Context: an optimization exercise on an open-source flow, tuned for small area, a short achievable clock period and few clock cycles. The choices shown serve that exercise and are no tape-out recipe. Only simulation tests tie the RTL to the original design; equivalence was not proved. Power is estimated from default activity; no workload was simulated.

<file path="design/flow/constraint.sdc">
create_clock -name core_clock -period 5.0 [get_ports {clk}]
set_input_delay 1.0000 -clock core_clock [delete_from_list [all_inputs] [get_ports {clk}]]
set_output_delay 1.0000 -clock core_clock [all_outputs]
set_load 0.01 [all_outputs]
</file>
<file path="design/flow/flow/pins.py">
#!/usr/bin/env python3
"""Writes pins.tcl, a fixed pin plan for bmem_top on a square die (side given, um).

The control pins sit at the middle of the bottom edge; next to them, going outward,
the address slices (icache_addr[a], bmem_addr[a], dcache_addr[a]) and then the write
slices (the four dcache_wdata bits that bmem_wdata[k] selects from, and bmem_wdata[k]),
wrapping round the bottom corners. The read slices (bmem_rdata[k] with the eight rdata
outputs it feeds) are spread over the rest of the edge. Every path from an input to an
output then stays inside one slice."""
import sys

side = float(sys.argv[1]) if len(sys.argv) > 1 else 380.0
margin = 12.0
M2_OFF, M2_PITCH = 0.23, 0.46     # vertical layer, bottom and top edges
M3_OFF, M3_PITCH = 0.34, 0.68     # horizontal layer, left and right edges
STEP = 2                          # every second track, as place_pins does by default

def tracks(off, pitch):
    out = []
    i = 0
    while True:
        v = off + pitch * i
        if v > side - margin:
            break
        if v >= margin:
            out.append(round(v, 3))
        i += STEP
    return out

xs = tracks(M2_OFF, M2_PITCH)
ys = tracks(M3_OFF, M3_PITCH)
# slots as (edge, coordinate)
bottom = [("B", x) for x in xs]
top = [("T", x) for x in xs]
left = [("L", y) for y in ys]
right = [("R", y) for y in ys]

ctl = ["icache_read", "dcache_read", "dcache_write", "bmem_write", "bmem_ready", "bmem_read",
       "bmem_rvalid", "icache_resp", "dcache_resp", "rst_n", "clk"]
addr = [[f"icache_addr[{a}]", f"bmem_addr[{a}]", f"dcache_addr[{a}]"] for a in range(32)]
wr = [[f"dcache_wdata[{k}]", f"dcache_wdata[{k+64}]", f"bmem_wdata[{k}]",
       f"dcache_wdata[{k+128}]", f"dcache_wdata[{k+192}]"] for k in range(64)]
rd = [[f"icache_rdata[{k}]", f"dcache_rdata[{k}]", f"icache_rdata[{k+64}]", f"dcache_rdata[{k+64}]",
       f"bmem_rdata[{k}]", f"icache_rdata[{k+192}]", f"dcache_rdata[{k+192}]",
       f"icache_rdata[{k+128}]", f"dcache_rdata[{k+128}]"] for k in range(64)]

# Walk outward from the bottom centre: the left path runs to the bottom-left corner then up
# the left edge; the right path to the bottom-right corner then up the right edge.
mid = len(bottom) // 2
c0 = mid - len(ctl) // 2
assign = {}
for i, n in enumerate(ctl):
    assign[n] = bottom[c0 + i]
lpath = bottom[:c0][::-1] + left
rpath = bottom[c0 + len(ctl):] + right
li = ri = 0
half_a = len(addr) // 2
half_w = len(wr) // 2
lseq = addr[:half_a] + wr[:half_w]
rseq = addr[half_a:] + wr[half_w:]
for g in lseq:
    for n in g[::-1]:
        assign[n] = lpath[li]; li += 1
for g in rseq:
    for n in g:
        assign[n] = rpath[ri]; ri += 1
# Remaining slots: up the rest of the left edge, across the top, down the right edge.
rest = left[li - len(bottom[:c0]):] if li > c0 else left
rest_r = right[ri - len(bottom[c0 + len(ctl):]):] if ri > len(bottom) - c0 - len(ctl) else right
free = rest + top + rest_r[::-1]
n_rd = sum(len(g) for g in rd)
assert n_rd <= len(free), (n_rd, len(free))
# spread the read groups evenly over the free slots
gap = (len(free) - n_rd) / len(rd)
pos = 0.0
for g in rd:
    p = int(round(pos))
    for j, n in enumerate(g):
        assign[n] = free[p + j]
    pos += len(g) + gap

assert len(set(assign.values())) == len(assign) == 1003, len(assign)
lines = []
for n, (e, v) in sorted(assign.items()):
    if e == "B":
        lines.append(f"place_pin -pin_name {{{n}}} -layer met2 -location {{{v} 0.24}} -pin_size {{0.14 0.48}}")
    elif e == "T":
        lines.append(f"place_pin -pin_name {{{n}}} -layer met2 -location {{{v} {side-0.24:.3f}}} -pin_size {{0.14 0.48}}")
    elif e == "L":
        lines.append(f"place_pin -pin_name {{{n}}} -layer met3 -location {{0.4 {v}}} -pin_size {{0.8 0.3}}")
    else:
        lines.append(f"place_pin -pin_name {{{n}}} -layer met3 -location {{{side-0.4:.3f} {v}}} -pin_size {{0.8 0.3}}")
print("\n".join(lines))
</file>
<file path="design/flow/standard.sh">
#!/bin/bash
# synth_recipe.tcl (not shown) runs the flow's synth.tcl, then flattens the netlist and writes it again
# the make line also repeats each setting of config.mk as NAME=value (left out here)
make -C /OpenROAD-flow-scripts/flow DESIGN_CONFIG=/design/flow/config.mk WORK_HOME=/design/flow/orfs CLKGATE_MAP_FILE= SYNTH_SCRIPT=/design/flow/synth_recipe.tcl "${@:-finish}"
</file>
<file path="design/flow/flow/run.sh">
#!/bin/bash
# Standard layout with two changes: a fixed pin plan (written by flow/pins.py and sourced
# at the end of floorplan through ORFS's IO_CONSTRAINTS hook) that keeps each bit slice's
# ports together, and buf_1 as the port buffer instead of the resizer's default pick.
set -euo pipefail
python3 flow/pins.py 380 > pins.tcl 2> pins.log
export IO_CONSTRAINTS="$PWD/pins.tcl"
export BUFFER_PORTS_ARGS="-buffer_cell sky130_fd_sc_hd__buf_1"
bash standard.sh > flow_standard.log 2>&1
</file>
<file path="design/flow/config.mk">
export PLATFORM = sky130hd
export DESIGN_NAME = bmem_top
export DESIGN_NICKNAME = bmem_top
export VERILOG_FILES = /design/flow/design.v
export SDC_FILE = /design/flow/constraint.sdc
export NUM_CORES = 4
export LEC_CHECK = 0
export CAP_MARGIN = 20
export CORE_AREA = 10 10 370 370
export CTS_BUF_LIST = sky130_fd_sc_hd__clkbuf_8
export DIE_AREA = 0 0 380 380
export PLACE_DENSITY = 0.4
export SETUP_SLACK_MARGIN = 2.5
export SLEW_MARGIN = 20
export TNS_END_PERCENT = 0
</file>
<file path="design/flow/design.v">
`timescale 1ns/1ps
package mem_burst_pkg;
    localparam int ADDR_W         = 32;
    localparam int BEAT_W         = 64;     
    localparam int BEATS_PER_LINE = 4;
    localparam int LINE_W         = BEAT_W * BEATS_PER_LINE;   
    localparam int BEAT_IDX_W     = 2;      
    localparam int LINE_OFFSET_W  = 5;      
    typedef logic [ADDR_W-1:0] addr_t;
    typedef logic [BEAT_W-1:0] beat_t;
    typedef logic [LINE_W-1:0] line_t;
    typedef struct packed {
        addr_t addr;      
        logic  read;      
        logic  write;     
        line_t wdata;     
    } line_req_t;
    typedef struct packed {
        logic  resp;      
        line_t rdata;     
    } line_resp_t;
endpackage
`timescale 1ns/1ps
module beat_counter (
    input  logic                                      clk,
    input  logic                                      rst_n,
    input  logic                                      beat_advance,   
    output logic [mem_burst_pkg::BEATS_PER_LINE-1:0]  beat_oh
);
    always_ff @(posedge clk) begin
        if (!rst_n) begin
            beat_oh <= 4'b0001;
        end else if (beat_advance) begin
            beat_oh <= {beat_oh[2:0], beat_oh[3]};
        end
    end
endmodule
module beat_counter_gated (
    input  logic                                      clk,
    input  logic                                      rst_n,
    input  logic                                      start,          
    input  logic                                      beat_advance,   
    output logic [mem_burst_pkg::BEATS_PER_LINE-1:0]  beat_oh
);
    always_ff @(posedge clk) begin
        if (!rst_n) begin
            beat_oh <= 4'b0000;
        end else if (start) begin
            beat_oh <= 4'b0001;
        end else if (beat_advance) begin
            beat_oh <= {beat_oh[2:0], 1'b0};
        end
    end
endmodule
`timescale 1ns/1ps
module line_assembler (
    input  logic                  clk,
    input  logic                  beat_we,      
    input  logic [2:0]            slot_oh,      
    input  mem_burst_pkg::beat_t  bmem_rdata,
    output mem_burst_pkg::line_t  rd_line
);
    mem_burst_pkg::beat_t beat0, beat1, beat2;
    always_ff @(posedge clk) begin
        if (beat_we && slot_oh[0]) beat0 <= bmem_rdata;
        if (beat_we && slot_oh[1]) beat1 <= bmem_rdata;
        if (beat_we && slot_oh[2]) beat2 <= bmem_rdata;
    end
    assign rd_line = {bmem_rdata, beat2, beat1, beat0};
endmodule
`timescale 1ns/1ps
module write_beat_mux (
    input  mem_burst_pkg::line_t                     wr_line,     
    input  logic [mem_burst_pkg::BEATS_PER_LINE-1:0] beat_oh,     
    input  logic [mem_burst_pkg::BEATS_PER_LINE-1:0] beat_oh_hi,  
    output mem_burst_pkg::beat_t                     bmem_wdata
);
    localparam int W = mem_burst_pkg::BEAT_W;
    localparam int H = W / 2;
    assign bmem_wdata[H-1:0] = ({H{beat_oh[0]}} & wr_line[0*W +: H])
                             | ({H{beat_oh[1]}} & wr_line[1*W +: H])
                             | ({H{beat_oh[2]}} & wr_line[2*W +: H])
                             | ({H{beat_oh[3]}} & wr_line[3*W +: H]);
    assign bmem_wdata[W-1:H] = ({H{beat_oh_hi[0]}} & wr_line[0*W+H +: H])
                             | ({H{beat_oh_hi[1]}} & wr_line[1*W+H +: H])
                             | ({H{beat_oh_hi[2]}} & wr_line[2*W+H +: H])
                             | ({H{beat_oh_hi[3]}} & wr_line[3*W+H +: H]);
endmodule
`timescale 1ns/1ps
module burst_req_fsm (
    input  logic                     clk,
    input  logic                     rst_n,
    input  mem_burst_pkg::line_req_t icache_req,
    input  mem_burst_pkg::line_req_t dcache_req,
    input  logic                     bmem_ready,
    input  logic                     bmem_rvalid,
    input  logic                     wr_last,         
    output mem_burst_pkg::addr_t     bmem_addr,
    output logic                     bmem_read,
    output logic                     bmem_write,
    output logic                     wr_advance,      
    output logic                     wr_start,        
    output logic [2:0]               rd_slot_oh,      
    output logic                     icache_resp_pulse,
    output logic                     dcache_resp_pulse
);
    logic rd_arm;      
    logic rd_busy;     
    logic wr_busy;     
    logic sel_dcache;  
    logic sel_icache;  
    logic sel_dcache_hi, sel_icache_hi;
    logic rd_last_i, rd_last_d;
    logic rd_advance;
    logic idle;
    logic rd_done, wr_done, done;
    logic dcache_want, icache_want;
    logic pick_d, pick_i;
    assign dcache_want = dcache_req.read || dcache_req.write;
    assign icache_want = icache_req.read;                       
    assign idle       = !(rd_arm || rd_busy || wr_busy);
    assign rd_advance = rd_busy && bmem_rvalid;
    assign wr_advance = wr_busy && bmem_ready;
    assign rd_done    = (rd_last_i || rd_last_d) && bmem_rvalid;    
    assign wr_done    = wr_last && bmem_ready;                      
    assign done       = rd_done || wr_done;
    assign pick_d = dcache_want && (idle || (done && !sel_dcache));
    assign pick_i = icache_want && ((idle && !dcache_want) || (done && sel_dcache));
    always_ff @(posedge clk) begin
        if (!rst_n) begin
            rd_arm  <= 1'b0;
            rd_busy <= 1'b0;
            wr_busy <= 1'b0;
        end else if (pick_d || pick_i) begin
            rd_arm  <= pick_i || !dcache_req.write;
            rd_busy <= 1'b0;
            wr_busy <= pick_d && dcache_req.write;              
        end else begin
            if (rd_arm && bmem_ready) begin
                rd_arm  <= 1'b0;
                rd_busy <= 1'b1;
            end
            if (rd_done) rd_busy <= 1'b0;
            if (wr_done) wr_busy <= 1'b0;
        end
    end
    always_ff @(posedge clk) begin
        if (!rst_n) begin
            sel_dcache <= 1'b0;
            sel_icache <= 1'b0;
        end else if (pick_d || pick_i) begin
            sel_dcache <= pick_d;
            sel_icache <= pick_i;
        end
    end
    always_ff @(posedge clk) begin
        if (!rst_n) begin
            sel_dcache_hi <= 1'b0;
            sel_icache_hi <= 1'b0;
        end else if (pick_d || pick_i) begin
            sel_dcache_hi <= pick_d;
            sel_icache_hi <= pick_i;
        end else if (done) begin
            sel_dcache_hi <= 1'b0;
            sel_icache_hi <= 1'b0;
        end
    end
    always_ff @(posedge clk) begin
        if (!rst_n) begin
            rd_slot_oh <= 3'b001;
            rd_last_i  <= 1'b0;
            rd_last_d  <= 1'b0;
        end else if (rd_advance) begin
            rd_slot_oh <= {rd_slot_oh[1:0], rd_last_i || rd_last_d};
            rd_last_i  <= rd_slot_oh[2] && !sel_dcache;
            rd_last_d  <= rd_slot_oh[2] && sel_dcache;
        end
    end
    localparam int AH = mem_burst_pkg::ADDR_W / 2;
    assign bmem_addr[AH-1:0] = ({AH{sel_dcache}} & dcache_req.addr[AH-1:0])
                             | ({AH{sel_icache}} & icache_req.addr[AH-1:0]);
    assign bmem_addr[mem_burst_pkg::ADDR_W-1:AH] =
                               ({AH{sel_dcache_hi}} & dcache_req.addr[mem_burst_pkg::ADDR_W-1:AH])
                             | ({AH{sel_icache_hi}} & icache_req.addr[mem_burst_pkg::ADDR_W-1:AH]);
    assign bmem_read  = rd_arm && bmem_ready;                   
    assign bmem_write = wr_busy;
    assign wr_start   = pick_d && dcache_req.write;
    assign icache_resp_pulse = rd_last_i && bmem_rvalid;
    assign dcache_resp_pulse = (rd_last_d && bmem_rvalid) || wr_done;
endmodule
`timescale 1ns/1ps
module bmem_controller (
    input  logic                     clk,
    input  logic                     rst_n,
    input  mem_burst_pkg::line_req_t  icache_req,     
    output mem_burst_pkg::line_resp_t icache_resp,
    input  mem_burst_pkg::line_req_t  dcache_req,
    output mem_burst_pkg::line_resp_t dcache_resp,
    output mem_burst_pkg::addr_t     bmem_addr,
    output logic                     bmem_read,
    output logic                     bmem_write,
    output mem_burst_pkg::beat_t     bmem_wdata,
    input  logic                     bmem_ready,
    input  mem_burst_pkg::beat_t     bmem_rdata,
    input  logic                     bmem_rvalid
);
    logic                                     wr_advance;
    logic [mem_burst_pkg::BEATS_PER_LINE-1:0] wr_beat_oh;
    logic [mem_burst_pkg::BEATS_PER_LINE-1:0] wr_beat_oh_hi;
    logic                                     wr_start;
    logic [2:0]                               rd_slot_oh;
    logic                                     icache_resp_pulse;
    logic                                     dcache_resp_pulse;
    mem_burst_pkg::line_t                     rd_line;
    burst_req_fsm fsm_i (
        .clk               (clk),
        .rst_n             (rst_n),
        .icache_req        (icache_req),
        .dcache_req        (dcache_req),
        .bmem_ready        (bmem_ready),
        .bmem_rvalid       (bmem_rvalid),
        .wr_last           (wr_beat_oh[3]),
        .bmem_addr         (bmem_addr),
        .bmem_read         (bmem_read),
        .bmem_write        (bmem_write),
        .wr_advance        (wr_advance),
        .wr_start          (wr_start),
        .rd_slot_oh        (rd_slot_oh),
        .icache_resp_pulse (icache_resp_pulse),
        .dcache_resp_pulse (dcache_resp_pulse)
    );
    beat_counter wr_cnt_i (
        .clk          (clk),
        .rst_n        (rst_n),
        .beat_advance (wr_advance),
        .beat_oh      (wr_beat_oh)
    );
    beat_counter_gated wr_cnt_hi_i (
        .clk          (clk),
        .rst_n        (rst_n),
        .start        (wr_start),
        .beat_advance (wr_advance),
        .beat_oh      (wr_beat_oh_hi)
    );
    line_assembler line_asm_i (
        .clk        (clk),
        .beat_we    (bmem_rvalid),       
        .slot_oh    (rd_slot_oh),
        .bmem_rdata (bmem_rdata),
        .rd_line    (rd_line)
    );
    write_beat_mux wr_mux_i (
        .wr_line    (dcache_req.wdata),
        .beat_oh    (wr_beat_oh),
        .beat_oh_hi (wr_beat_oh_hi),
        .bmem_wdata (bmem_wdata)
    );
    assign icache_resp.resp  = icache_resp_pulse;
    assign icache_resp.rdata = rd_line;
    assign dcache_resp.resp  = dcache_resp_pulse;
    assign dcache_resp.rdata = rd_line;
endmodule
`timescale 1ns/1ps
module bmem_top (
    input  logic         clk,
    input  logic         rst_n,
    input  logic [31:0]  icache_addr,
    input  logic         icache_read,
    output logic         icache_resp,
    output logic [255:0] icache_rdata,
    input  logic [31:0]  dcache_addr,
    input  logic         dcache_read,
    input  logic         dcache_write,
    input  logic [255:0] dcache_wdata,
    output logic         dcache_resp,
    output logic [255:0] dcache_rdata,
    output logic [31:0]  bmem_addr,
    output logic         bmem_read,
    output logic         bmem_write,
    output logic [63:0]  bmem_wdata,
    input  logic         bmem_ready,
    input  logic [63:0]  bmem_rdata,
    input  logic         bmem_rvalid
);
    mem_burst_pkg::line_req_t  icache_req_s;
    mem_burst_pkg::line_req_t  dcache_req_s;
    mem_burst_pkg::line_resp_t icache_resp_s;
    mem_burst_pkg::line_resp_t dcache_resp_s;
    assign icache_req_s.addr  = icache_addr;
    assign icache_req_s.read  = icache_read;
    assign icache_req_s.write = 1'b0;
    assign icache_req_s.wdata = '0;
    assign dcache_req_s.addr  = dcache_addr;
    assign dcache_req_s.read  = dcache_read;
    assign dcache_req_s.write = dcache_write;
    assign dcache_req_s.wdata = dcache_wdata;
    bmem_controller ctrl_i (
        .clk         (clk),
        .rst_n       (rst_n),
        .icache_req  (icache_req_s),
        .icache_resp (icache_resp_s),
        .dcache_req  (dcache_req_s),
        .dcache_resp (dcache_resp_s),
        .bmem_addr   (bmem_addr),
        .bmem_read   (bmem_read),
        .bmem_write  (bmem_write),
        .bmem_wdata  (bmem_wdata),
        .bmem_ready  (bmem_ready),
        .bmem_rdata  (bmem_rdata),
        .bmem_rvalid (bmem_rvalid)
    );
    assign icache_resp  = icache_resp_s.resp;
    assign icache_rdata = icache_resp_s.rdata;
    assign dcache_resp  = dcache_resp_s.resp;
    assign dcache_rdata = dcache_resp_s.rdata;
endmodule
</file>
==> impl_metrics.ini, run 1 <==
[run_status]
outcome = finished clean

[timing]
period_needed_ns = 2.60
worstMarginPinSlew_ns = 0.890
slew_viol_final = 0
finalHoldViolations = 0
tns_ns = 0
relSlewSlack = 0.407
post-route-period-util = 0.520
fin_skew_ns = 0.0349
layout_setup_ws_ns = 2.40
rsz0062_at_grt = yes
fmax_ghz = 0.385
setup_viol = 0

[clocking]
cts.sinks = 212
htree_levels = 2
path_clk_slew_ns = 0.05
cts.path.max_buffers = 3
ctsRootBufferMaster = clkbuf_8
cts_buffers = 38
clock_latency_ns = 0.63
hold_buffers = 0
cts_tree = built

[logic_synthesis]
synth_top_family_by_area = buffers and inverters
synth_fp_nets = 1281
synth_cell_types = 38
synth_ff_type = edfxtp_1
synth-seq-area-share = 0.574
syn_area_mm2 = 0.0107
netlist_instances = 890
yosysWarnings = 4
synthAdderAreaFrac = 0
synth-seq-cells = 212
synth-edff-count = 192
muxShareOfSynthArea = 0
synthXorXnorAreaFrac = 0
synth-compound-area-share = 0.137
ys_async_sr_fraction = 0
syn_avg_cell_area_um2 = 12.1
yosys.area_share.simple = 0.0479

[drt]
vias_per_cell = 2.67
drc = 0
num_vias = 8964
ant_nets = 0
routed_wl_um = 38700
avgRoutedWirePerCell_um = 11.5
drtPass1Iterations = 4
dr.first_iter.drc_count = 274

[finish]
final_common_cell = buf_1
areaGrowthSynthToFinish_pct = 41.5
drive_above_1_share = 0.0670
fin_cells = 3354
nNetsFinal = 1974
final_cell_mix = buf_1 (988), edfxtp_1 (192), a22oi_1 (117)

[setup_path]
r2r_end = ctrl_i.line_asm_i.beat2[12]
critPathLaunchType = input pin
regToRegStartpoint = ctrl_i.fsm_i.rd_slot_oh[2]
crit_required_ns = 4.00
worstSetupPathType = in -> out
rrSetupSlack_ns = 3.10
crit_fanout = 13
ff2ff_path_depth = 2
crit_arrival_ns = 1.60
end_kind = output pin

[floorplanning]
dieArea_mm2 = 0.144
die_w_um = 380
die_h_um = 380
start_util = 0.0832
rows = 132
ios = 0
core_area_mm2 = 0.129

[global_routing]
grt_pass1_vias = 10100
grt.total_usage = 0.0481
antenna_found_initial = 2
grt_remaining_overflow = 0
grt_pass1_wl_um = 56200
grt_max_degree = 46

[worst_hold_path]
worstHoldStart = ctrl_i.fsm_i.rd_slot_oh[1]
min_path_type = reg -> reg
holdPathStages = 2
hold_end = ctrl_i.fsm_i.rd_slot_oh[1]

[power]
vdd_ir_drop_max_mv = 0.151
power_density_mw_per_mm2 = 288
p_total_w = 0.00437
leakage_nw = 4.47

[placed_design]
pre_cts_slack_ns = 1.91
gp_congestion = 0.701
post-dp-hpwl_um = 28900
io_buffers = 1002
dp.cells = 3279

[run]
drv_cap = 0
[registers in the layout, summed over array words and instances, names as in the netlist]
register,count
ctrl_i.fsm_i.sel_dcache_hi,1
ctrl_i.fsm_i.sel_dcache,1
ctrl_i.fsm_i.rd_arm,1
ctrl_i.fsm_i.sel_icache_hi,1
ctrl_i.fsm_i.sel_icache,1
ctrl_i.fsm_i.rd_last_i,1
ctrl_i.line_asm_i.beat0,64
ctrl_i.fsm_i.wr_busy,1
ctrl_i.wr_cnt_i.beat_oh,4
ctrl_i.fsm_i.rd_slot_oh,3
ctrl_i.line_asm_i.beat1,64
ctrl_i.fsm_i.rd_busy,1
ctrl_i.wr_cnt_hi_i.beat_oh,4
ctrl_i.fsm_i.rd_last_d,1
ctrl_i.line_asm_i.beat2,64
[repair_timing]
| action | CTS | global route |
|---|---|---|
| setup endpoints to repair | 100 | 100 |
| setup buffers | 1 | 0 |
| resized for setup | 60 | 9 |
| gates cloned | 4 | 1 |
[how the worst max path moves through the flow]
stage,start,endpoint,cells after the start
floorplan,bmem_rvalid,ctrl_i.line_asm_i.beat0[0],2
global placement,bmem_rvalid,ctrl_i.line_asm_i.beat2[12],3
detailed placement,bmem_rvalid,ctrl_i.line_asm_i.beat0[32],3
CTS,ctrl_i.wr_cnt_hi_i.beat_oh[0],bmem_wdata[51],4
global route,ctrl_i.wr_cnt_hi_i.beat_oh[0],bmem_wdata[55],4
finish,bmem_ready,dcache_resp,4
[synthesized netlist by cell type (2+ instances only)]
cell type,count,area share
and2_1,5,0.0029
o21a_1,2,0.0014
dfxtp_1,20,0.037
nor2_1,4,0.0014
edfxtp_1,192,0.54
clkbuf_1,38,0.013
a22o_1,32,0.026
inv_1,2,0.00070
a22oi_1,129,0.090
buf_4,320,0.22
nand2_1,87,0.030
buf_1,4,0.0014
o21ai_0,3,0.0014
buf_2,2,0.00093
nand3_1,11,0.0051
o211ai_1,3,0.0021
a21oi_1,15,0.0070
[cell type report]
cell class                      count  area, um2
Fill cell                       14900     114000
Timing Repair Buffer             1019       4110
Inverter                            2       7.51
Antenna cell                        1       2.50
Tap cell                         1742       2180
Clock inverter                     29        128
Sequential cell                   212       6190
Clock buffer                       39        537
Multi-Input combinational cell    310       2050
[layer usage]
metal  global-route usage  wire (um)  up-vias
met4               0.0253       1490        2
li1                     -          -     4316
met5                    0         13        -
met2               0.0908      20700      457
met3               0.0159       3380       62
met1               0.0458      13100     4127
[cell families after synthesis]
logic type | after synthesis
AOI/OAI and AO/OA | 192
buffers and inverters | 368
DFF | 212
and+or+nand+nor | 118
[critical path, cell delays in order]
cell	delay [ns]
clkbuf_4	0.18
nand2_1	0.18
nand2_1	0.08
buf_2	0.15
[metrics by stage]
step	area [um2]	util	hold slack, ns
after floorplan	10700	-	0.445
after global placement	14200	0.110	0.468
after detailed placement	14200	0.110	0.465
after CTS	15100	0.117	0.473
after global routing	15200	0.118	0.494
final	15200	0.118	0.470
[where the power goes]
group	internal [W]	switching, W	total (W)	leakage (nW)
Sequential	0.00201	0.0000779	0.00208	1.94
Clock	0.000726	0.000755	0.00148	0.389
Combinational	0.000323	0.000486	0.000809	2.14
Testbench counts, summed over its fixed seeds: cycles 13,461.
==> inputs of run 2 (changes only) <==
--- a/design/flow/config.mk
+++ b/design/flow/config.mk
@@ -7,5 +7,6 @@
 export LEC_CHECK = 0
+export ABC_AREA = 1
 export CAP_MARGIN = 20
 export CORE_AREA = 10 10 370 370
-export CTS_BUF_LIST = sky130_fd_sc_hd__clkbuf_8
+export CTS_BUF_LIST = sky130_fd_sc_hd__clkbuf_4
 export DIE_AREA = 0 0 380 380
==> impl_metrics.ini, run 2 <==
[floorplanning]
dieArea_mm2 = 0.144
start_util = 0.0846
die_w_um = 380
ios = 0
die_h_um = 380
rows = 132
core_area_mm2 = 0.129

[finish]
final_common_cell = buf_1
fin_area_mm2 = 0.0154
nFillCells = 14900
areaGrowthSynthToFinish_pct = 40.8
fin_cells = 3521
largestRegisters = ctrl_i.line_asm_i.beat0 x64, ctrl_i.line_asm_i.beat1 x64, ctrl_i.line_asm_i.beat2 x64
final_cell_mix = buf_1 (939), nand2_1 (277), edfxtp_1 (192)
drive_above_1_share = 0.111
nNetsFinal = 2129

[timing]
slew_viol_final = 0
period_needed_ns = 2.69
worstMarginPinSlew_ns = 0.768
post-route-period-util = 0.537
tns_ns = 0
relSlewSlack = 0.488
rsz0062_at_grt = yes
fmax_ghz = 0.372
hold_ws_ns = 0.490
setup_viol = 0
fin_skew_ns = 0.0376
finalHoldViolations = 0

[logic_synthesis]
yosysMostFrequentCell = buf_4
synth_ff_type = edfxtp_1
synthXorXnorAreaFrac = 0
netlist_instances = 1019
synth_cell_types = 26
syn_avg_cell_area_um2 = 10.7
synthTopCellsByArea = edfxtp_1 (53%), buf_4 (22%), nand2_1 (9.5%)
synth_top_cell_area_share = 0.528
ys_async_sr_fraction = 0
synth_top_area_cell = edfxtp_1
syn_area_mm2 = 0.0109
synth-seq-area-share = 0.565
synth-compound-area-share = 0.0381
yosysWarnings = 4
synth_top_family_by_area = buffers and inverters
synth_fp_nets = 1410
yosys.area_share.simple = 0.153
synth-seq-cells = 212
synth-edff-count = 192
muxShareOfSynthArea = 0
synthAdderAreaFrac = 0
synthTopCellsByCount = buf_4 (320), nand2_1 (277), edfxtp_1 (192)

[power]
power_density_mw_per_mm2 = 275
leakage_nw = 4.77
vdd_ir_drop_max_mv = 0.150

[drt]
avgRoutedWirePerCell_um = 11.4
drtPass1Iterations = 6
drc = 0
ant_nets = 0
vias_per_cell = 2.69
dr.first_iter.drc_count = 327
num_vias = 9483
routed_wl_um = 40200

[worst_hold_path]
min_path_type = reg -> reg

[clocking]
ctsRootBufferMaster = clkbuf_4
htree_levels = 2
cts.path.max_buffers = 3
cts_buffers = 55
path_clk_slew_ns = 0.07
cts_tree = built
clock_latency_ns = 0.80
cts.sinks = 212

[setup_path]
worstSetupPathType = reg -> out
critPathLaunchType = register
crit_arrival_ns = 1.69
end_kind = output pin
crit_required_ns = 4.00
crit_fanout = 17

[global_routing]
antenna_found_initial = 2
grt_max_degree = 38
grt.total_usage = 0.0499
grt_pass1_wl_um = 57600
grt_remaining_overflow = 0
grt_pass1_vias = 10200

[placed_design]
dp.cells = 3411
post-dp-hpwl_um = 30400
io_buffers = 1002
dpl_cell_area_mm2 = 0.0143
gp_congestion = 0.699

[run_status]
outcome = finished clean

[run]
drv_cap = 0
## run 2: cell types whose count changed in the layout (fill, tap and decap cells not counted), moves of 7 or more
cell,change
a22oi_1,-117
a22oi_2,-12
buf_1,-49
buf_2,+48
clkbuf_4,+77
clkbuf_8,-39
nand2_1,+190
nand3_1,-7
nand4_1,+63
nor2_1,+13
## run 2: layer usage
metal | global-route usage | routed length (um) | vias to the layer above
met5 | 0 | 0 | -
met4 | 0.0251 | 1360 | 0
met3 | 0.0173 | 3580 | 66
met2 | 0.0937 | 21500 | 481
met1 | 0.0477 | 13800 | 4335
li1 | - | - | 4601
## run 2: final cells by class
type | count | area [um2] | share of cell area
sequential | 212 | 6210 | 0.404
timing repair buffer | 1023 | 4180 | 0.272
clock inverter | 17 | 73.8 | 0.00480
antenna | 3 | 7.51 | 0.000488
tap | 1742 | 2180 | 0.142
multi-input combinational | 432 | 2080 | 0.135
inverter | 14 | 61.3 | 0.00399
clock buffer | 78 | 586 | 0.0381
## run 2: kinds of logic after synthesis
kind of cell,Yosys count
AOI/OAI and AO/OA,55
DFF,212
buffers and inverters,375
and+or+nand+nor,377
## run 2: path summary, 6_finish.rpt
| kind | slack (ns) | cells past startpoint | end | from |
|---|---|---|---|---|
| hold / removal | 0.49 | 2 | ctrl_i.fsm_i.rd_slot_oh[0] | ctrl_i.fsm_i.rd_slot_oh[0] |
| hold reg to reg | 0.49 | 2 | ctrl_i.fsm_i.rd_slot_oh[0] | ctrl_i.fsm_i.rd_slot_oh[0] |
| setup / recovery | 2.31 | 4 | bmem_wdata[45] | ctrl_i.wr_cnt_hi_i.beat_oh[0] |
| setup reg to reg | 3.10 | 3 | ctrl_i.line_asm_i.beat1[28] | ctrl_i.fsm_i.rd_slot_oh[1] |
## run 2: per-stage QoR
stage / util / power [W] / worst slack (ns)
final: 0.119 / 0.00423 / 2.31
after floorplan: - / 0.00253 / 2.29
after global placement: 0.111 / 0.00277 / 1.98
after CTS: 0.119 / 0.00440 / 2.09
after detailed placement: 0.111 / 0.00277 / 2.02
after global routing: 0.119 / 0.00452 / 2.12
## run 2: what timing repair did
item                       4_1_cts  5_1_grt
setup buffers                    8        1
setup endpoints to repair      482      272
hold endpoints to repair         0        0
gates cloned                     3        0
hold buffers                     0        0
resized for setup               91        5
## run 2: critical path: stages, from the launching register on
cell and delay [ns]:
dfxtp_4 0.40, buf_12 0.17, nand2_1 0.06, nand4_1 0.08, buf_1 0.16
## run 2: power by group
group / internal, W / total, W / leakage, nW / switching [W]
logic: 0.000281 / 0.000723 / 2.44 / 0.000442
registers: 0.00200 / 0.00205 / 1.95 / 0.0000529
clock network: 0.000712 / 0.00146 / 0.389 / 0.000746
total: 0.00299 / 0.00423 / 4.77 / 0.00124
==> inputs of run 3 (changes only) <==
--- a/design/flow/config.mk
+++ b/design/flow/config.mk
@@ -10,3 +10,5 @@
 export CORE_AREA = 10 10 370 370
-export CTS_BUF_LIST = sky130_fd_sc_hd__clkbuf_4
+export CTS_BUF_LIST = sky130_fd_sc_hd__clkbuf_16
+export CTS_CLUSTER_DIAMETER = 80
+export CTS_CLUSTER_SIZE = 25
 export DIE_AREA = 0 0 380 380
@@ -15,2 +17 @@
 export SLEW_MARGIN = 20
-export TNS_END_PERCENT = 0
==> impl_metrics.ini, run 3 <==
[drt]
dr.first_iter.drc_count = 308
avgRoutedWirePerCell_um = 11.7
vias_per_cell = 2.69
num_vias = 9347
drtPass1Iterations = 4
routed_wl_um = 40800
drc = 0
ant_nets = 0

[logic_synthesis]
yosysMostFrequentCell = buf_4
synth_top_cell_area_share = 0.528
synthXorXnorAreaFrac = 0
synth_fp_nets = 1410
synthTopCellsByArea = edfxtp_1 (53%), buf_4 (22%), nand2_1 (9.5%)
synth_cell_types = 26
yosysWarnings = 4
synth-compound-area-share = 0.0381
synthAdderAreaFrac = 0
synth_top_family_by_area = buffers and inverters
synth-edff-count = 192
synthTopCellsByCount = buf_4 (320), nand2_1 (277), edfxtp_1 (192)
muxShareOfSynthArea = 0
ys_async_sr_fraction = 0
synth_top_area_cell = edfxtp_1
netlist_instances = 1019
syn_avg_cell_area_um2 = 10.7
synth-seq-area-share = 0.565
syn_area_mm2 = 0.0109
synth_ff_type = edfxtp_1
synth-seq-cells = 212
yosys.area_share.simple = 0.153

[finish]
finish.utilization = 0.124
drive_above_1_share = 0.134
largestRegisters = ctrl_i.line_asm_i.beat0 x64, ctrl_i.line_asm_i.beat1 x64, ctrl_i.line_asm_i.beat2 x64
final_cell_mix = buf_1 (938), nand2_1 (214), edfxtp_1 (192)
nNetsFinal = 2116
num_antenna_cells = 0
final_common_cell = buf_1
areaGrowthSynthToFinish_pct = 46.1

[timing]
tns_ns = 0
relSlewSlack = 0.611
hold_ws_ns = 0.496
fmax_ghz = 0.400
setup_viol = 0
slew_viol_final = 0
post-route-period-util = 0.501
period_needed_ns = 2.50
finalHoldViolations = 0
worstMarginPinSlew_ns = 0.584
fin_skew_ns = 0.00880
rsz0062_at_grt = yes

[setup_path]
startpoint = ctrl_i.wr_cnt_i.beat_oh[0]
ff2ff_path_depth = 4
end_kind = output pin
crit_path_top_delay_cell = dfxtp_4
rrSetupSlack_ns = 3.24
crit_fanout = 8
worstPathCellList = buf_12 > buf_16 > nand2_2 > nand4_1 > buf_2
critPathLaunchType = register
r2r_end = ctrl_i.line_asm_i.beat0[61]
crit_required_ns = 4.00
regToRegStartpoint = ctrl_i.fsm_i.rd_slot_oh[0]
slowest_delay_ns = 0.38
worstSetupPathType = reg -> out
crit_arrival_ns = 1.50

[clocking]
hold_buffers = 0
clock_latency_ns = 0.55
cts_buffers = 17
path_clk_slew_ns = 0.07
ctsRootBufferMaster = clkbuf_16
cts.path.max_buffers = 3
cts_tree = built
cts.sinks = 212
htree_levels = 1

[floorplanning]
die_w_um = 380
core_area_mm2 = 0.129
start_util = 0.0846
dieArea_mm2 = 0.144
rows = 132
die_h_um = 380
ios = 0

[power]
leakage_nw = 4.98
power_density_mw_per_mm2 = 268
vdd_ir_drop_max_mv = 0.238

[global_routing]
grt_pass1_wl_um = 58500
grt_pass1_vias = 10100
grt.total_usage = 0.0501
antenna_found_initial = 0
grt_remaining_overflow = 0
grt_max_degree = 34

[worst_hold_path]
min_path_type = reg -> reg
hold_end = ctrl_i.fsm_i.rd_slot_oh[0]
worstHoldStart = ctrl_i.fsm_i.rd_slot_oh[0]
holdPathStages = 2

[placed_design]
io_buffers = 1002
gp_congestion = 0.689
post-dp-hpwl_um = 29900

[run]
drv_cap = 0

[run_status]
outcome = finished clean
-- run 3: cell counts after synthesis --
No cell type changed its count.
-- run 3: timing repair --
action	in CTS	in global routing
resized for setup	139	60
pin swaps	19	22
buffers inserted	25	0
setup endpoints to repair	161	66
gates cloned	10	2
-- run 3: how the worst max path moves through the flow --
stage               slack [ns]  depth (start not counted)                     endpoint
floorplan                 2.60                          2   ctrl_i.line_asm_i.beat0[0]
global placement          1.73                          4  ctrl_i.line_asm_i.beat0[61]
detailed placement        1.64                          4  ctrl_i.line_asm_i.beat1[61]
CTS                       2.33                          4  ctrl_i.line_asm_i.beat1[59]
global route              2.39                          5               bmem_wdata[15]
finish                    2.50                          5                bmem_wdata[1]
-- run 3: cell families after synthesis --
kind of cell           count (synthesis)
flip-flops                           212
AO/OA/AOI/OAI                         55
AND/OR/NAND/NOR                      377
buffers and inverters                375
-- run 3: area by class of cell --
cell class,count,area [um2]
Multi-Input combinational cell,432,2340
Clock inverter,12,113
Fill cell,14800,113000
Timing Repair inverter,1,7.51
Tap cell,1742,2180
Sequential cell,212,6210
Clock buffer,17,425
Timing Repair Buffer,1047,4620
Inverter,14,63.8
-- run 3: critical path: cells and delay by family (launching register included) --
family        cells  cell delay (ns)
buf+inv           3             0.42
flops             1             0.38
simple gates      2             0.14
-- run 3: stage by stage --
stage	cell area, um2	power [W]	setup WS, ns	std cells
final	16000	0.00428	2.50	3477
after global routing	16000	0.00452	2.39	3477
after CTS	15700	0.00439	2.33	3474
after detailed placement	14300	0.00277	1.64	3410
after global placement	14300	0.00277	1.73	3410
after floorplan	10900	0.00253	2.60	1019
-- run 3: per-layer routing --
layer | vias to the layer above | global-route usage | routed length (um)
li1 | 4539 | - | -
met1 | 4328 | 0.0490 | 14200
met2 | 440 | 0.0976 | 22100
met3 | 40 | 0.0142 | 3170
met4 | 0 | 0.0199 | 1430
met5 | - | 0 | 0
-- run 3: power breakdown --
part           switching (W)  internal, W
Clock               0.000708     0.000692
Combinational       0.000483     0.000347
Sequential         0.0000550      0.00199
Total                0.00125      0.00303
==> inputs of run 4 (changes only) <==
--- a/design/flow/flow/run.sh
+++ b/design/flow/flow/run.sh
@@ -5,3 +5,3 @@
 set -euo pipefail
-python3 flow/pins.py 380 > pins.tcl 2> pins.log
+python3 flow/pins.py 300 6 > pins.tcl 2> pins.log
 export IO_CONSTRAINTS="$PWD/pins.tcl"
==> design/flow/config.mk (replaced) <==
export PLATFORM = sky130hd
export DESIGN_NAME = bmem_top
export DESIGN_NICKNAME = bmem_top
export VERILOG_FILES = /design/flow/design.v
export SDC_FILE = /design/flow/constraint.sdc
export NUM_CORES = 4
export LEC_CHECK = 0
export ABC_AREA = 1
export CAP_MARGIN = 20
export CORE_AREA = 10 10 290 290
export CTS_BUF_LIST = sky130_fd_sc_hd__clkbuf_8
export DIE_AREA = 0 0 300 300
export PLACE_DENSITY = 0.4
export SETUP_SLACK_MARGIN = 2.6
export SLEW_MARGIN = 20
==> impl_metrics.ini, run 4 <==
[finish]
fin_cells = 2801
multiInputGateArea_mm2 = 0.00214
largestRegisters = ctrl_i.line_asm_i.beat0 x64, ctrl_i.line_asm_i.beat1 x64, ctrl_i.line_asm_i.beat2 x64
finish.utilization = 0.194
nFillCells = 8643
final_cell_mix = buf_1 (879), nand2_1 (256), edfxtp_1 (192)
final_common_cell = buf_1
areaGrowthSynthToFinish_pct = 38.1
regArea_mm2 = 0.00621
nNetsFinal = 2124
drive_above_1_share = 0.151

[drt]
drtPass1Iterations = 5
drc = 0
ant_nets = 0
routed_wl_um = 41900
vias_per_cell = 3.37
num_vias = 9444
avgRoutedWirePerCell_um = 15.0
dr.first_iter.drc_count = 349

[timing]
setup_viol = 0
finalHoldViolations = 0
relSlewSlack = 0.436
period_needed_ns = 2.48
tns_ns = 0
worstMarginPinSlew_ns = 0.845
slew_viol_final = 0
post-route-period-util = 0.496
fin_skew_ns = 0.0283
rsz0062_at_grt = yes
fmax_ghz = 0.404
layout_setup_ws_ns = 2.52

[run]
drv_cap = 0

[clocking]
cts.path.max_buffers = 3
ctsRootBufferMaster = clkbuf_8
hold_buffers = 0
htree_levels = 2
path_clk_slew_ns = 0.06
cts.sinks = 212
clock_latency_ns = 0.58
cts_tree = built
cts_buffers = 37

[placed_design]
dp.cells = 2711
post-dp-hpwl_um = 30900
io_buffers = 1002
pre_cts_slack_ns = 2.06
gp_congestion = 0.753

[logic_synthesis]
synth_top_area_cell = edfxtp_1
yosysWarnings = 4
syn_avg_cell_area_um2 = 10.7
netlist_instances = 1019
synth-seq-cells = 212
yosysMostFrequentCell = buf_4
synth_ff_type = edfxtp_1
syn_area_mm2 = 0.0109
synth-edff-count = 192
ys_async_sr_fraction = 0
synthTopCellsByCount = buf_4 (320), nand2_1 (277), edfxtp_1 (192)
synthTopCellsByArea = edfxtp_1 (53%), buf_4 (22%), nand2_1 (9.5%)
synth_top_cell_area_share = 0.528
synth-seq-area-share = 0.565
synth_fp_nets = 1410
synth_cell_types = 26

[global_routing]
grt_max_degree = 53
grt_pass1_vias = 10200
antenna_found_initial = 1
grt.total_usage = 0.0815
grt_pass1_wl_um = 59300
grt_remaining_overflow = 0

[floorplanning]
dieArea_mm2 = 0.0900
die_h_um = 300
rows = 102
ios = 0
core_area_mm2 = 0.0776
die_w_um = 300
start_util = 0.141

[setup_path]
critPathLaunchType = register
crit_required_ns = 4.00
startpoint = ctrl_i.wr_cnt_hi_i.beat_oh[1]
regToRegStartpoint = ctrl_i.fsm_i.rd_slot_oh[2]
ff2ff_path_depth = 3
worstSetupPathType = reg -> out
end_kind = output pin
crit_fanout = 8
rrSetupSlack_ns = 3.09
crit_arrival_ns = 1.48
r2r_end = ctrl_i.line_asm_i.beat2[40]

[worst_hold_path]
holdPathStages = 2
min_path_type = reg -> reg
hold_end = ctrl_i.fsm_i.rd_last_d
worstHoldStart = ctrl_i.fsm_i.rd_last_d

[power]
vdd_ir_drop_max_mv = 0.161
power_density_mw_per_mm2 = 296
leakage_nw = 5.14

[run_status]
outcome = finished clean
==> run 4: cell count changes in the layout (fill, tap and decap cells not counted), sizes merged <==
| cell | previous run | this run |
|---|---|---|
| clkbuf | 22 | 95 |
| buf | 1042 | 979 |
| clkinv | 4 | 10 |
| inv | 17 | 23 |
| bufinv | 1 | 3 |
| clkinvlp | 5 | 6 |
| diode | 0 | 1 |
==> run 4: per-layer routing <==
layer  track usage  share of wire  up-vias
li1              -              -     4589
met1        0.0819           0.36     4308
met2         0.154           0.53      493
met3        0.0257          0.082       54
met4        0.0320          0.029        0
met5             0              0        -
==> run 4: area by class of cell <==
type,instances,area share
Sequential cell,212,0.412
Timing Repair Buffer,1036,0.307
Multi-Input combinational cell,432,0.142
Tap cell,1040,0.0863
Clock buffer,38,0.0347
Clock inverter,28,0.0145
Inverter,14,0.00423
Antenna cell,1,0.000166
==> run 4: where the power goes <==
group | total (W) | switching [W] | leakage [nW] | internal (W)
Combinational | 0.000790 | 0.000464 | 2.78 | 0.000327
Sequential | 0.00205 | 0.0000507 | 1.95 | 0.00200
Clock | 0.00162 | 0.000744 | 0.410 | 0.000876
==> run 4: cells by family (layout without fill, tap and decap cells) <==
kind of cell | after synthesis | count (layout) | share of synthesized area
flops | 212 | 212 | 0.565
compound gates | 55 | 55 | 0.0381
buf+inv | 375 | 1116 | 0.245
simple gates | 377 | 377 | 0.153
other cells | 0 | 1 | 0
==> run 4: worst max path at each step <==
| stage | endpoint | slack [ns] |
|---|---|---|
| floorplan | ctrl_i.line_asm_i.beat0[0] | 2.63 |
| global placement | ctrl_i.line_asm_i.beat2[49] | 2.06 |
| detailed placement | ctrl_i.line_asm_i.beat2[48] | 2.06 |
| CTS | bmem_wdata[45] | 2.44 |
| global route | bmem_wdata[38] | 2.42 |
| finish | bmem_wdata[34] | 2.52 |
==> run 4: through the flow <==
stage,hold WS [ns],instance area [um2],total power (W)
after floorplan,0.467,10900,0.00253
after global placement,0.485,13500,0.00278
after detailed placement,0.477,13500,0.00277
after CTS,0.516,14800,0.00455
after global routing,0.544,15100,0.00473
final,0.510,15100,0.00446
==> run 4: critical path, cell delays in order, from the launching register on <==
cell	delay, ns
dfxtp_4	0.44
clkbuf_16	0.19
nand2_1	0.05
nand4_1	0.07
buf_2	0.14
==> run 4: repair_timing <==
| action | in CTS | in global routing |
|---|---|---|
| gates resized for setup | 128 | 81 |
| buffers inserted | 8 | 2 |
| pin swaps | 1 | 13 |
| gates cloned | 7 | 6 |
| setup endpoints to repair | 101 | 152 |
==> inputs of run 5 (changes only) <==
--- a/design/flow/config.mk
+++ b/design/flow/config.mk
@@ -13,3 +13,3 @@
 export PLACE_DENSITY = 0.4
-export SETUP_SLACK_MARGIN = 2.6
+export SETUP_SLACK_MARGIN = 2.5
 export SLEW_MARGIN = 20
==> impl_metrics.ini, run 5 <==
[run_status]
outcome = finished clean

[setup_path]
crit_fanout = 8
critPathLaunchType = register
rrSetupSlack_ns = 2.98
end_kind = output pin
worstSetupPathType = reg -> out
crit_required_ns = 4.00
crit_arrival_ns = 1.48

[global_routing]
antenna_found_initial = 1
grt_pass1_vias = 10100
grt.total_usage = 0.0801
grt_pass1_wl_um = 58200
grt_max_degree = 49
grt_remaining_overflow = 0

[floorplanning]
die_w_um = 300
core_area_mm2 = 0.0776
dieArea_mm2 = 0.0900
start_util = 0.141
rows = 102
die_h_um = 300
ios = 0

[clocking]
htree_levels = 2
cts.path.max_buffers = 3
hold_buffers = 0
path_clk_slew_ns = 0.06
ctsRootBufferMaster = clkbuf_8
cts_buffers = 36
clock_latency_ns = 0.56
cts_tree = built
cts.sinks = 212

[drt]
avgRoutedWirePerCell_um = 15.0
drtPass1Iterations = 4
routed_wl_um = 41900
dr.first_iter.drc_count = 379
num_vias = 9504
vias_per_cell = 3.40
drc = 0
ant_nets = 0

[finish]
regArea_mm2 = 0.00621
final_cell_mix = buf_1 (934), nand2_1 (241), edfxtp_1 (192)
fin_area_mm2 = 0.0150
final_common_cell = buf_1
multiInputGateArea_mm2 = 0.00221
nNetsFinal = 2124
fin_cells = 2797
drive_above_1_share = 0.122
areaGrowthSynthToFinish_pct = 37.0
largestRegisters = ctrl_i.line_asm_i.beat0 x64, ctrl_i.line_asm_i.beat1 x64, ctrl_i.line_asm_i.beat2 x64
nFillCells = 8761

[logic_synthesis]
synth-edff-count = 192
synthTopCellsByArea = edfxtp_1 (53%), buf_4 (22%), nand2_1 (9.5%)
yosysWarnings = 4
synth_top_cell_area_share = 0.528
yosysMostFrequentCell = buf_4
ys_async_sr_fraction = 0
syn_avg_cell_area_um2 = 10.7
synth_fp_nets = 1410
synthTopCellsByCount = buf_4 (320), nand2_1 (277), edfxtp_1 (192)
synth_cell_types = 26
synth_ff_type = edfxtp_1
synth-seq-area-share = 0.565
synth-seq-cells = 212
synth_top_area_cell = edfxtp_1
syn_area_mm2 = 0.0109
netlist_instances = 1019

[power]
leakage_nw = 4.97
vdd_ir_drop_max_mv = 0.165
power_density_mw_per_mm2 = 284

[timing]
fin_skew_ns = 0.0304
relSlewSlack = 0.464
period_needed_ns = 2.48
fmax_ghz = 0.403
worstMarginPinSlew_ns = 0.804
slew_viol_final = 0
setup_viol = 0
post-route-period-util = 0.497
tns_ns = 0
rsz0062_at_grt = yes
finalHoldViolations = 0

[placed_design]
io_buffers = 1002
post-dp-hpwl_um = 30800
gp_congestion = 0.746
dp.cells = 2711
dpl_cell_area_mm2 = 0.0135

[worst_hold_path]
min_path_type = reg -> reg

[run]
drv_cap = 0
-- run 5: cell counts after synthesis --
No cell type changed its count.
-- run 5: path summary, 6_finish.rpt --
| path | endpoint | cells past startpoint | startpoint |
|---|---|---|---|
| min reg2reg | ctrl_i.fsm_i.rd_last_d | 2 | ctrl_i.fsm_i.rd_last_d |
| max | bmem_wdata[45] | 4 | ctrl_i.wr_cnt_hi_i.beat_oh[1] |
| max reg2reg | ctrl_i.line_asm_i.beat1[13] | 3 | ctrl_i.fsm_i.rd_slot_oh[1] |
| min | ctrl_i.fsm_i.rd_last_d | 2 | ctrl_i.fsm_i.rd_last_d |
-- run 5: critical path, stage by stage (launching register included) --
cell       delay (ns)
dfxtp_4          0.44
clkbuf_16        0.21
nand2_2          0.05
nand4_1          0.08
buf_2            0.13
-- run 5: metal layers --
| layer | GRT usage | part of all wire | up-vias |
|---|---|---|---|
| li1 | - | - | 4567 |
| met1 | 0.0790 | 0.35 | 4399 |
| met2 | 0.152 | 0.54 | 486 |
| met3 | 0.0265 | 0.083 | 52 |
| met4 | 0.0310 | 0.029 | 0 |
| met5 | 0 | 0 | - |
-- run 5: final cells by class --
type	instances	share of cell area
multi-input cells	432	0.148
flip-flops and latches	212	0.415
repair buffers	1037	0.303
diodes	1	0.000167
well taps	1040	0.0870
clock inverters	25	0.00903
inverters	14	0.00427
clock buffers	36	0.0331
-- run 5: through the flow --
step           setup slack [ns]  power [W]   util  hold WS [ns]
6_report                   2.52    0.00425  0.193         0.511
5_1_grt                    2.39    0.00453  0.193         0.543
4_1_cts                    2.41    0.00435  0.188         0.520
3_5_place_dp               1.87    0.00277  0.174         0.471
3_3_place_gp               1.89    0.00278  0.174         0.464
2_1_floorplan              2.60    0.00253      -         0.451
-- run 5: power by group --
group | leakage, nW | total (W) | switching, W | internal, W
logic | 2.68 | 0.000758 | 0.000454 | 0.000304
clock network | 0.345 | 0.00144 | 0.000714 | 0.000722
registers | 1.95 | 0.00206 | 0.0000593 | 0.00200
-- run 5: cell families (layout without fill, tap and decap cells) --
group	count (synthesis)	in the layout	synth area share
compound gates	55	55	0.0381
other cells	0	1	0
buf+inv	375	1112	0.245
simple gates	377	377	0.153
flops	212	212	0.565
-- run 5: repair_timing --
action | in CTS | in global routing
setup buffers | 3 | 5
gates resized for setup | 119 | 50
gates cloned | 7 | 9
pin swaps | 0 | 20
endpoints found under the setup margin | 121 | 70

[re-timing with driven ports]
Ports are ideal in the flow. The routed layouts listed here were re-timed in OpenROAD.
Step 1: set_driving_cell puts a clkbuf_16 on clk and a buf_2 on each other input, an assumption about the parent block.
Step 2 moves the port delays by t, midway between the first and last clock arrival at a register: inputs arrive t later, outputs are due t later. That takes back most of the time a late clock gives input paths.
Slacks: no drivers / after step 1 / after step 2; pairs: no drivers / after step 1.
| run | t (ns) | slack for setup (ns) | worst setup path at the end | latest minus earliest clock arrival (ns) |
|---|---|---|---|---|
| run 1 | 0.655 | 2.402 / 2.354 / 2.177 | input to register | 0.048 / 0.049 |
| run 2 | 0.833 | 2.313 / 2.263 / 2.120 | input to register | 0.044 / 0.044 |
| run 3 | 0.599 | 2.497 / 2.443 / 2.381 | input to register | 0.011 / 0.011 |
| run 4 | 0.600 | 2.522 / 2.477 / 2.281 | input to register | 0.040 / 0.040 |
| run 5 | 0.599 | 2.516 / 2.469 / 2.262 | input to register | 0.048 / 0.048 |
After both steps setup and hold are still met in every run listed. The setup slack of run 5, which loses most, moves by -0.047 ns with the drivers and by -0.254 ns with both steps.
